This design comes from an exercise in tuning for small area, a short achievable clock period and few clock cycles on the open sky130 flow, not from production work.
In this exercise RTL edits were held to simulation tests only and were not proved equivalent to the original.
Power figures rest on the tool's default switching activity, not on a simulated workload.

==> inputs of job 5909 <==
==> flow/design.v (excerpt) <==
module matrix_mac
(
  input  logic         i_clk,
  input  logic         i_rst_n,
  input  logic         i_clear,
  input  logic         i_start,
  input  logic [14:0]  i_instr,
  input  logic [255:0] i_mat_a,
  input  logic [255:0] i_mat_b,
  output logic         o_busy,
  output logic         o_done,
  output logic [15:0]  o_wenable,
  output logic [255:0] o_result
);
export LEC_CHECK = 0
export CAP_MARGIN = 20
export CORE_MARGIN = 2
export CORE_UTILIZATION = 55
export GPL_TIMING_DRIVEN = 0
export SETUP_SLACK_MARGIN = 0.5
export SLEW_MARGIN = 20
export SYNTH_HIERARCHICAL = 1
create_clock -name core_clock -period 6.2 [get_ports {i_clk}]
run.sh (not shown) runs the stock make flow with config.mk's settings and CLKGATE_MAP_FILE= SYNTH_SCRIPT=/design/flow/synth_recipe.tcl, a recipe that flattens the netlist after the stock synthesis.
==> job 2699: changes against job 5909 <==
==> flow/flow/run.sh (new file) <==
#!/bin/bash
# Layout: the standard flow (standard.sh, its synthesis unchanged), with one
# change: the port buffers that global placement inserts are sky130 buf_2 cells
# instead of the default clkdlybuf4s50_1 delay cells. Every port still gets its
# buffer. make's full output goes to make.log here; ORFS keeps each step's log
# under orfs/logs/.
set -euo pipefail
bash standard.sh "BUFFER_PORTS_ARGS=-buffer_cell sky130_fd_sc_hd__buf_2" finish > make.log 2>&1
==> flow/standard.sh (new file) <==
#!/bin/bash
# synth_recipe.tcl (not shown) runs the flow's synth.tcl, then flattens the netlist and writes it again
# the make line also repeats each setting of config.mk as NAME=value (left out here)
make -C /OpenROAD-flow-scripts/flow DESIGN_CONFIG=/design/flow/config.mk WORK_HOME=/design/flow/orfs CLKGATE_MAP_FILE= SYNTH_SCRIPT=/design/flow/synth_recipe.tcl "${@:-finish}"
SETUP_SLACK_MARGIN = 0.3   (was 0.5)
removed: flow/run.sh
==> job 426: changes against job 5909 <==
==> flow/flow/run.sh (new file) <==
#!/bin/bash
# Layout: the standard flow (standard.sh, its synthesis unchanged), with one
# change: the port buffers that global placement inserts are sky130 buf_2 cells
# instead of the default clkdlybuf4s50_1 delay cells. Every port still gets its
# buffer. make's full output goes to make.log here; ORFS keeps each step's log
# under orfs/logs/.
set -euo pipefail
bash standard.sh "BUFFER_PORTS_ARGS=-buffer_cell sky130_fd_sc_hd__buf_2" finish > make.log 2>&1
==> flow/standard.sh (new file) <==
#!/bin/bash
# synth_recipe.tcl (not shown) runs the flow's synth.tcl, then flattens the netlist and writes it again
# the make line also repeats each setting of config.mk as NAME=value (left out here)
make -C /OpenROAD-flow-scripts/flow DESIGN_CONFIG=/design/flow/config.mk WORK_HOME=/design/flow/orfs CLKGATE_MAP_FILE= SYNTH_SCRIPT=/design/flow/synth_recipe.tcl "${@:-finish}"
CORE_UTILIZATION = 65   (was 55)
SETUP_SLACK_MARGIN = 0.3   (was 0.5)
removed: flow/run.sh
==> summary.txt <==
Worst R2R End: job 5909 acc_array_inst.s_q[46]; job 2699 acc_array_inst.s_q[78]; job 426 acc_array_inst.s_q[158]
First-pass iteration count of the detailed router: job 5909 15; job 2699 14; job 426 14
Final Instance Area: job 5909 112000 µm²; job 2699 107000 µm²; job 426 106000 µm²
Ratio of total power to cell area: job 5909 295 nW/µm²; job 2699 294 nW/µm²; job 426 295 nW/µm²
Internal Power: job 5909 0.0200 W; job 2699 0.0186 W; job 426 0.0185 W
Number of buffer and inverter stages on the critical path: job 5909 3; job 2699 5; job 426 4
Reported clock group power: job 5909 0.00706 W; job 2699 0.00679 W; job 426 0.00665 W
Total cell area at the placement stage: job 5909 105000 µm²; job 2699 101000 µm²; job 426 101000 µm²
Width of the die: job 5909 416 µm; job 2699 416 µm; job 426 383 µm
Met3 wirelength from detailed routing: job 5909 38400 µm; job 2699 36700 µm; job 426 51600 µm
Maximum clock rate: job 5909 173 MHz; job 2699 169 MHz; job 426 169 MHz
Run status: job 5909 timing/DRC/antenna clean; job 2699 finished with violations; job 426 timing/DRC/antenna clean
Violated checks: job 5909 -; job 2699 antenna rules; job 426 -
Total design power: job 5909 0.0329 W; job 2699 0.0313 W; job 426 0.0313 W
Final antenna-violating net count: job 5909 0; job 2699 1; job 426 0
Testbench counts of job 5909, summed over its fixed seeds: cycles 1,632.
Testbench counts of job 2699, summed over its fixed seeds: cycles 1,632.
Testbench counts of job 426, summed over its fixed seeds: cycles 1,632.

==> inputs of 05-09 <==
matrix_mac again, from the RTL that the note above started with.
// matrix_mac
module matrix_mac
(
  input  logic         i_clk,
  input  logic         i_rst_n,
  input  logic         i_clear,
  input  logic         i_start,
  input  logic [14:0]  i_instr,
  input  logic [255:0] i_mat_a,
  input  logic [255:0] i_mat_b,
  output logic         o_busy,
  output logic         o_done,
  output logic [15:0]  o_wenable,
  output logic [255:0] o_result
);
Settings: LEC_CHECK=0, CAP_MARGIN=20, CORE_MARGIN=2, CORE_UTILIZATION=50, GPL_TIMING_DRIVEN=0, SETUP_SLACK_MARGIN=0.3, SLEW_MARGIN=20, SYNTH_HIERARCHICAL=1; clock period 6.2 ns.
standard.sh (not shown) runs the stock make flow with config.mk's settings and CLKGATE_MAP_FILE= SYNTH_SCRIPT=/design/flow/synth_recipe.tcl, a recipe that flattens the netlist after the stock synthesis.
==> flow/flow/run.sh <==
#!/bin/bash
# Layout: the standard flow (standard.sh, its synthesis unchanged), with one
# change: the port buffers that global placement inserts are sky130 buf_2 cells
# instead of the default clkdlybuf4s50_1 delay cells. Every port still gets its
# buffer. make's full output goes to make.log here; ORFS keeps each step's log
# under orfs/logs/.
set -euo pipefail
bash standard.sh "BUFFER_PORTS_ARGS=-buffer_cell sky130_fd_sc_hd__buf_2" finish > make.log 2>&1
==> inputs of 08-20, as changes to 05-09 <==
==> flow/run.sh (new file) <==
#!/bin/bash
# synth_recipe.tcl (not shown) runs the flow's synth.tcl, then flattens the netlist and writes it again
# the make line also repeats each setting of config.mk as NAME=value (left out here)
make -C /OpenROAD-flow-scripts/flow DESIGN_CONFIG=/design/flow/config.mk WORK_HOME=/design/flow/orfs CLKGATE_MAP_FILE= SYNTH_SCRIPT=/design/flow/synth_recipe.tcl finish
CORE_UTILIZATION = 55   (was 50)
SETUP_SLACK_MARGIN = 0.8   (was 0.3)
removed: flow/flow/run.sh
removed: flow/standard.sh
==> qor summary <==
metric	08-20	05-09
Multi-input combinational area share	57.9%	61.2%
Required time of the worst setup path	6.90 ns	6.92 ns
Maximum clock frequency	0.183 GHz	0.170 GHz
Result of the run	timing/DRC/antenna clean	timing/DRC/antenna clean
Cell with the biggest individual delay on the critical path	sky130_fd_sc_hd__fa_2	sky130_fd_sc_hd__fa_1
Sequential cell fraction of total power	23.4%	24.2%
Top fanout value on the critical path	7	10
Final setup margin	0.749 ns	0.314 ns
Worst path max stage delay	0.60 ns	0.62 ns
Bufs and invs on worst path	7	5
P_int	20200 uW	19000 uW
Number of buffers added by the clock tree synthesis step	110	109
Worst supply voltage drop on vdd	0.282 mV	0.255 mV
Routed length on met1	131 mm	140 mm
Combinational cell fraction of total power	55.9%	53.1%
Testbench counts of 05-09, summed over its fixed seeds: cycles 1,632.
Testbench counts of 08-20, summed over its fixed seeds: cycles 1,632.

==> separate check: timing with driven ports <==
How much do the figures lean on ideal ports? The routed layouts below were timed once more, with nothing changed but the port constraints.
Step 1, drivers: a clkbuf_16 drives i_clk and a buf_2 each remaining input, both assumed.
Step 2 times the ports against the registers' clock, not the clock port: input delays grow and output delays shrink by t, the midpoint of the rising clock arrivals with the driver on.
a / b / c = ideal / step 1 / step 2; a / b = the first two.
run | shift t [ns] | setup slack, ns | latest minus earliest clock arrival (ns) | worst slew at a driven data input, ns
job 5909 | 0.863 | 0.422 / 0.433 / -0.430 | 0.040 / 0.040 | 0.32
job 2699 | 0.867 | 0.297 / 0.280 / -0.587 | 0.049 / 0.049 | 0.29
job 426 | 0.850 | 0.284 / 0.273 / -0.577 | 0.030 / 0.030 | 0.35
05-09 | 0.893 | 0.314 / 0.316 / -0.536 | 0.059 / 0.059 | 0.38
08-20 | 0.890 | 0.749 / 0.733 / -0.152 | 0.038 / 0.038 | 0.29
The setup slack of 08-20, which loses most, moves by -0.016 ns with the drivers and by -0.901 ns with both steps.
